From an optimization exercise on the open Yosys and OpenROAD flow, aimed at small area, a short achievable clock period and few clock cycles per item; shortcuts taken in it are not production practice. RTL that was checked went through simulation tests only; none was proved equivalent to the original. No activity file was given, so power comes from the tool's default toggle rates.

// llc_tag_store
module llc_tag_store #(
  parameter int unsigned NumLines = DEF_NUM_LINES,
  parameter int unsigned TagWidth = DEF_TAG_WIDTH,
  localparam int unsigned IdxWidth = $clog2(NumLines)
) (
  input  logic                clk_i,
  input  logic                rst_n_i,
  input  logic                req_valid_i,
  output logic                req_ready_o,
  input  logic [MODE_W-1:0]   req_mode_i,
  input  logic [IdxWidth-1:0] req_index_i,
  input  logic [TagWidth-1:0] req_tag_i,
  input  logic                req_dirty_i,
  input  logic [NUM_WAYS-1:0] req_way_i,
  input  logic [NUM_WAYS-1:0] total_lock_i,
  output logic                res_valid_o,
  input  logic                res_ready_i,
  output logic [NUM_WAYS-1:0] res_way_o,
  output logic                res_hit_o,
  output logic                res_evict_o,
  output logic [TagWidth-1:0] res_evict_tag_o
);
  localparam int unsigned W = NUM_WAYS;
  logic [TagWidth-1:0] tag_q  [NumLines][W];
  logic [W-1:0]        val_q  [NumLines];
  logic [W-1:0]        dit_q  [NumLines];
  logic [2:0]          tree_q [NumLines];
  logic                ready_q;
  logic                s0_v, s1_v;
  logic                s0_lk, s1_lk;           
  logic [IdxWidth-1:0] s0_idx, s1_idx;
  logic [TagWidth-1:0] s0_tag, s1_tag;
  logic                s0_dty, s1_dty;
  logic [W-1:0]        s0_way, s1_way;
  logic [W-1:0]        s0_lock, s1_lock;
  logic [TagWidth-1:0] rd_tag [W];
  logic [W-1:0]        rd_val, rd_dit;
  logic [2:0]          rd_tree;
  logic [W-1:0]        f_we;
  logic                f_eq;
  logic                w_v;
  logic [IdxWidth-1:0] w_idx;
  logic [TagWidth-1:0] w_tag;
  logic [W-1:0]        w_twe, w_val, w_dit;
  logic [2:0]          w_tree;
  logic                out_v, sk_v;
  ...
export LEC_CHECK = 0
export ABC_CLOCK_PERIOD_IN_PS = 2500
export CAP_MARGIN = 20
export CORE_MARGIN = 2
export CORE_UTILIZATION = 45
export CTS_CLUSTER_DIAMETER = 100
export CTS_CLUSTER_SIZE = 30
export SETUP_SLACK_MARGIN = 2.6
export SLEW_MARGIN = 20
create_clock -name core_clock -period 5.0 [get_ports {clk_i}]
run.sh (not shown) runs the stock make flow with config.mk's settings and CLKGATE_MAP_FILE= SYNTH_SCRIPT=/design/flow/synth_recipe.tcl, a recipe that flattens the netlist after the stock synthesis.
The baseline passed the timing, DRC and antenna checks.
==> next run, changes <==
- CTS_CLUSTER_DIAMETER: 100 -> default
- CTS_CLUSTER_SIZE: 30 -> default
Outcome:
- utilization goes up by 2.4 points
- via count goes up by 1.8%
- area after synthesis is unchanged
No run of this note included a check of the RTL's function; only the layout flow was run.

---

Another version of the RTL of llc_tag_store (not shown whole).
For scale: about 3000 cells after synthesis, roughly 1200 flip-flops, ~51 I/O pins.
make LEC_CHECK=0 ABC_CLOCK_PERIOD_IN_PS=2200 CAP_MARGIN=20 CORE_MARGIN=2 CORE_UTILIZATION=45 CTS_CLUSTER_DIAMETER=100 CTS_CLUSTER_SIZE=30 SETUP_SLACK_MARGIN=2.8 SLEW_MARGIN=20 finish   # period 5.0 ns
The baseline finished with timing, DRC and antenna clean.
Testbench counts at the start, summed over its fixed seeds: cycles 12,024, items 12,000.
Rerun with:
- CTS_CLUSTER_DIAMETER: 100 -> 90
- CTS_CLUSTER_SIZE: 30 -> 26
- SETUP_SLACK_MARGIN: 2.8 -> 2.7
- TNS_END_PERCENT: not set -> 5
Outcome: The changed run finished with timing, DRC and antenna clean. Die area stays the same. Fmax falls by 11%. Wire length goes down by 2.5%. Synthesized area stays the same. Clock skew falls by 32 ps. Worst setup slack degrades by 290 ps. Sequential power hardly moves. Cell count falls by 1.2%. Global-route usage decreases by 0.48 points. Via count drops by 0.56%. Critical path depth decreases by 1.
Rerun with:
- ABC_CLOCK_PERIOD_IN_PS: 2200 -> 2400
- CTS_CLUSTER_DIAMETER: 90 -> 85
- CTS_CLUSTER_SIZE: 26 -> 24
- TNS_END_PERCENT: 5 -> not set
Outcome:
- via count decreases by 0.44%
- worst setup slack gains 350 ps
- final area increases by 1.7%
- die area stays the same
- cell count increases by 0.40%
- critical path depth decreases by 1
Rerun with:
- ABC_CLOCK_PERIOD_IN_PS: 2400 -> 2200
- CORE_UTILIZATION: 45 -> 50
- CTS_CLUSTER_DIAMETER: 85 -> 90
- CTS_CLUSTER_SIZE: 24 -> 26
The changed run produced a clean layout.
Power is lower by 0.57%.
Combinational power hardly moves.
Via count went down by 0.97%.
Routed wire length fell by 1.8%.
Clock skew is higher by 13 ps.
Final cell count is lower by 3.0%.
Rerun with:
- CORE_UTILIZATION: 50 -> 45
- SETUP_SLACK_MARGIN: 2.7 -> 2.6
- register-to-register slack improved by 60 ps
- critical path depth shrinks by 1
- area after synthesis stays the same
- flip-flop and latch count stays the same
- global-route usage shrinks by 3.3 points
- clock power shrinks by about 1%
- wire length shrinks by about 1.1%
- non-clock buffer count shrinks by 27
- worst hold slack improved by 5.6 ps
Rerun with:
- SETUP_SLACK_MARGIN: 2.6 -> 2.7
Outcome:
- design area rises by 0.90%
- routed wire length rises by 2.3%
- via count rises by 0.96%

---

llc_tag_store, a different RTL version from the one above (not shown whole).
Size in the first run: about 2800 cells after synthesis, ~1300 flip-flops, roughly 0.047 mm^2 of cells after synthesis.
Settings: LEC_CHECK=0, ABC_CLOCK_PERIOD_IN_PS=2200, CAP_MARGIN=20, CORE_MARGIN=2, CORE_UTILIZATION=55, CTS_CLUSTER_DIAMETER=90, CTS_CLUSTER_SIZE=26, SETUP_SLACK_MARGIN=2.7, SLEW_MARGIN=20; clock period 5.0 ns.
The baseline ran to the end with no violations.
Then changed:
- CORE_UTILIZATION: 55 -> 45
What happened: Clock power fell by 4.5%; cell area hardly moves; die area rose by about 22%; first-iteration DRC count fell by 0.39%; setup slack improved by 0.18 ns; routed wire length fell by 2.1%; power fell by about 1.6%; register-to-register slack improved by 0.18 ns.
No run of this note included a check of the RTL's function; only the layout flow was run.

---

Another version of the RTL of llc_tag_store (not shown whole).
Size: about 3,100 cells after synthesis, ~1,300 flip-flops.
## llc_tag_store
module llc_tag_store #(
  parameter int unsigned NumLines = DEF_NUM_LINES,
  parameter int unsigned TagWidth = DEF_TAG_WIDTH,
  localparam int unsigned IdxWidth = $clog2(NumLines)
) (
  input  logic                clk_i,
  input  logic                rst_n_i,
  input  logic                req_valid_i,
  output logic                req_ready_o,
  input  logic [MODE_W-1:0]   req_mode_i,
  input  logic [IdxWidth-1:0] req_index_i,
  input  logic [TagWidth-1:0] req_tag_i,
  input  logic                req_dirty_i,
  input  logic [NUM_WAYS-1:0] req_way_i,
  input  logic [NUM_WAYS-1:0] total_lock_i,
  output logic                res_valid_o,
  input  logic                res_ready_i,
  output logic [NUM_WAYS-1:0] res_way_o,
  output logic                res_hit_o,
  output logic                res_evict_o,
  output logic [TagWidth-1:0] res_evict_tag_o
);
Settings: LEC_CHECK=0, ABC_CLOCK_PERIOD_IN_PS=2200, CAP_MARGIN=20, CORE_MARGIN=2, CORE_UTILIZATION=55, CTS_CLUSTER_DIAMETER=80, CTS_CLUSTER_SIZE=22, SETUP_SLACK_MARGIN=2.8, SLEW_MARGIN=20; clock period 5.0 ns.
Edit:
- CORE_UTILIZATION: 55 -> 45
- CTS_CLUSTER_DIAMETER: 80 -> 90
- CTS_CLUSTER_SIZE: 22 -> 26
- SETUP_SLACK_MARGIN: 2.8 -> 2.7
- TNS_END_PERCENT: unset -> 5
What happened: Power drops by a few percent; fmax drops by a few percent; global-route usage drops by 7.0 points; wire length drops by a few percent; clock-buffer cell count drops by 17; synthesized area does not change; critical path depth is unchanged; worst setup slack is worse by 0.084 ns; via count drops by a few percent; synthesized cell count is unchanged; worst hold slack stays flat.
No functional check of the RTL was part of any run of this note.

---

## build 2
llc_tag_store with an RTL version that a note above also has.
For scale: about 3000 cells after synthesis, roughly 47000 µm² of cells after synthesis.
==> flow/config.mk <==
export PLATFORM = sky130hd
export DESIGN_NAME = llc_tag_store
export DESIGN_NICKNAME = llc_tag_store
export VERILOG_FILES = /design/flow/design.v
export SDC_FILE = /design/flow/constraint.sdc
export NUM_CORES = 4
export LEC_CHECK = 0
export ABC_CLOCK_PERIOD_IN_PS = 2200
export CAP_MARGIN = 20
export CORE_MARGIN = 2
export CORE_UTILIZATION = 45
export CTS_CLUSTER_DIAMETER = 90
export CTS_CLUSTER_SIZE = 26
export SETUP_SLACK_MARGIN = 2.9
export SLEW_MARGIN = 20
==> flow/constraint.sdc <==
create_clock -name core_clock -period 5.0 [get_ports {clk_i}]
set_input_delay 1.0000 -clock core_clock [delete_from_list [all_inputs] [get_ports {clk_i}]]
set_output_delay 1.0000 -clock core_clock [all_outputs]
set_load 0.01 [all_outputs]
Looking at the reports, build 2 completed the entire flow and the layout it produced met the timing, DRC and antenna checks.
Testbench counts of build 2, summed over its fixed seeds: cycles 12,024, items 12,000.
[inputs] build 90 vs build 2
# build 2
export LEC_CHECK = 0
export ABC_CLOCK_PERIOD_IN_PS = 2200
export CAP_MARGIN = 20
export CORE_MARGIN = 2
export CORE_UTILIZATION = 45
export CTS_CLUSTER_DIAMETER = 90
export CTS_CLUSTER_SIZE = 26
export SETUP_SLACK_MARGIN = 2.9
export SLEW_MARGIN = 20
create_clock -name core_clock -period 5.0 [get_ports {clk_i}]
# build 90
export LEC_CHECK = 0
export ABC_CLOCK_PERIOD_IN_PS = 2200
export CAP_MARGIN = 20
export CORE_MARGIN = 2
export CORE_UTILIZATION = 45
export CTS_CLUSTER_DIAMETER = 90
export CTS_CLUSTER_SIZE = 26
export SETUP_SLACK_MARGIN = 2.45
export SLEW_MARGIN = 20
create_clock -name core_clock -period 5.0 [get_ports {clk_i}]
Measured against each other, build 2 and build 90 differ in worst-case hold slack, the lower figure coming from build 2.
Of build 2 and build 90, build 2 shows the higher worst setup slack, with build 90 below it.
Build 2 and build 90 ended up with nearly the same worst setup skew after layout.
Sort build 2 and build 90 by power density over the cells asc -> top: build 2
The total wirelength of the detailed-routed design in build 90 is 0.915 times that in build 2.
For the leakage component of the power, build 90 came in about 11% lower than build 2 did.
## Diff of input files: build 78 against build 90
# build 90
export LEC_CHECK = 0
export ABC_CLOCK_PERIOD_IN_PS = 2200
export CAP_MARGIN = 20
export CORE_MARGIN = 2
export CORE_UTILIZATION = 45
export CTS_CLUSTER_DIAMETER = 90
export CTS_CLUSTER_SIZE = 26
export SETUP_SLACK_MARGIN = 2.45
export SLEW_MARGIN = 20
create_clock -name core_clock -period 5.0 [get_ports {clk_i}]
# build 78
export LEC_CHECK = 0
export ABC_CLOCK_PERIOD_IN_PS = 2200
export CAP_MARGIN = 20
export CORE_MARGIN = 2
export CORE_UTILIZATION = 45
export CTS_CLUSTER_DIAMETER = 90
export CTS_CLUSTER_SIZE = 26
export SETUP_SLACK_MARGIN = 2.8
export SLEW_MARGIN = 20
create_clock -name core_clock -period 5.0 [get_ports {clk_i}]
==> summary.txt <==
Compared with build 90, build 78 shows maximum number of pins on one net before global-route repair lower by 2.
Changes observed in build 78 relative to build 90: measured slew at the worst slew-check pin shrank by 0.11 ns, via count of the first global-routing pass grew by about 1.7%.
Build 78 ends up with a detailed-routing wirelength on met1 that is 2600 µm higher than in build 90.
Routed wire in build 78 totals more than in build 90.
Compared with build 90, build 78 shows wire length of the first global-routing pass that has gone up by a few percent.
Setup slack of the critical path after layout: build 78 and build 90 compared, higher one is build 78
Taking build 90 as the reference, in build 78 net load switching power saw an increase; total number of multi-input combinational cells saw little to no change; core utilization saw an increase; die area saw little to no change.

[re-timing with driven ports]
Ports are ideal in the flow. The routed layouts listed here were re-timed in OpenROAD.
Step 1, drivers: a clkbuf_16 drives clk_i and a buf_2 each remaining input, both assumed.
Step 2 times the ports against the registers' clock, not the clock port: input delays grow and output delays shrink by t, the midpoint of the rising clock arrivals with the driver on.
Slacks: no drivers / after step 1 / after step 2; pairs: no drivers / after step 1.
run | t, ns | slack for setup (ns) | latest minus earliest clock arrival (ns) | slew at the worst register clock pin (ns) | pins driven straight from the clock port
the first run of note 1 | 0.707 | 2.201 / 2.201 / 2.146 | 0.044 / 0.044 | 0.13 / 0.13 | 1
the second run of note 1 | 0.768 | 2.256 / 2.256 / 2.155 | 0.036 / 0.037 | 0.07 / 0.07 | 1
the first run of note 2 | 0.740 | 2.619 / 2.475 / 1.735 | 0.070 / 0.070 | 0.12 / 0.12 | 1
the second run of note 2 | 0.748 | 2.327 / 2.272 / 1.524 | 0.038 / 0.039 | 0.11 / 0.11 | 1
the third run of note 2 | 0.762 | 2.673 / 2.492 / 1.731 | 0.027 / 0.027 | 0.11 / 0.11 | 1
the fourth run of note 2 | 0.746 | 2.429 / 2.315 / 1.568 | 0.041 / 0.041 | 0.11 / 0.11 | 1
the fifth run of note 2 | 0.752 | 2.573 / 2.488 / 1.737 | 0.037 / 0.037 | 0.12 / 0.12 | 1
the sixth run of note 2 | 0.762 | 2.632 / 2.435 / 1.673 | 0.054 / 0.054 | 0.11 / 0.11 | 1
the first run of note 3 | 0.738 | 2.230 / 2.230 / 2.001 | 0.032 / 0.031 | 0.11 / 0.11 | 1
the second run of note 3 | 0.755 | 2.405 / 2.405 / 1.972 | 0.042 / 0.042 | 0.11 / 0.11 | 1
the first run of note 4 | 0.724 | 2.492 / 2.492 / 2.035 | 0.029 / 0.030 | 0.10 / 0.10 | 1
the second run of note 4 | 0.755 | 2.408 / 2.354 / 1.599 | 0.041 / 0.040 | 0.11 / 0.11 | 1
build 2 | 0.744 | 2.689 / 2.475 / 1.731 | 0.032 / 0.031 | 0.11 / 0.11 | 1
build 90 | 0.751 | 2.391 / 2.344 / 1.593 | 0.028 / 0.028 | 0.11 / 0.11 | 1
build 78 | 0.747 | 2.664 / 2.378 / 1.631 | 0.060 / 0.060 | 0.11 / 0.11 | 1
After both steps every run listed still meets setup and hold. The setup slack of build 78, which loses most, moves by -0.286 ns with the drivers and by -1.033 ns with both steps.
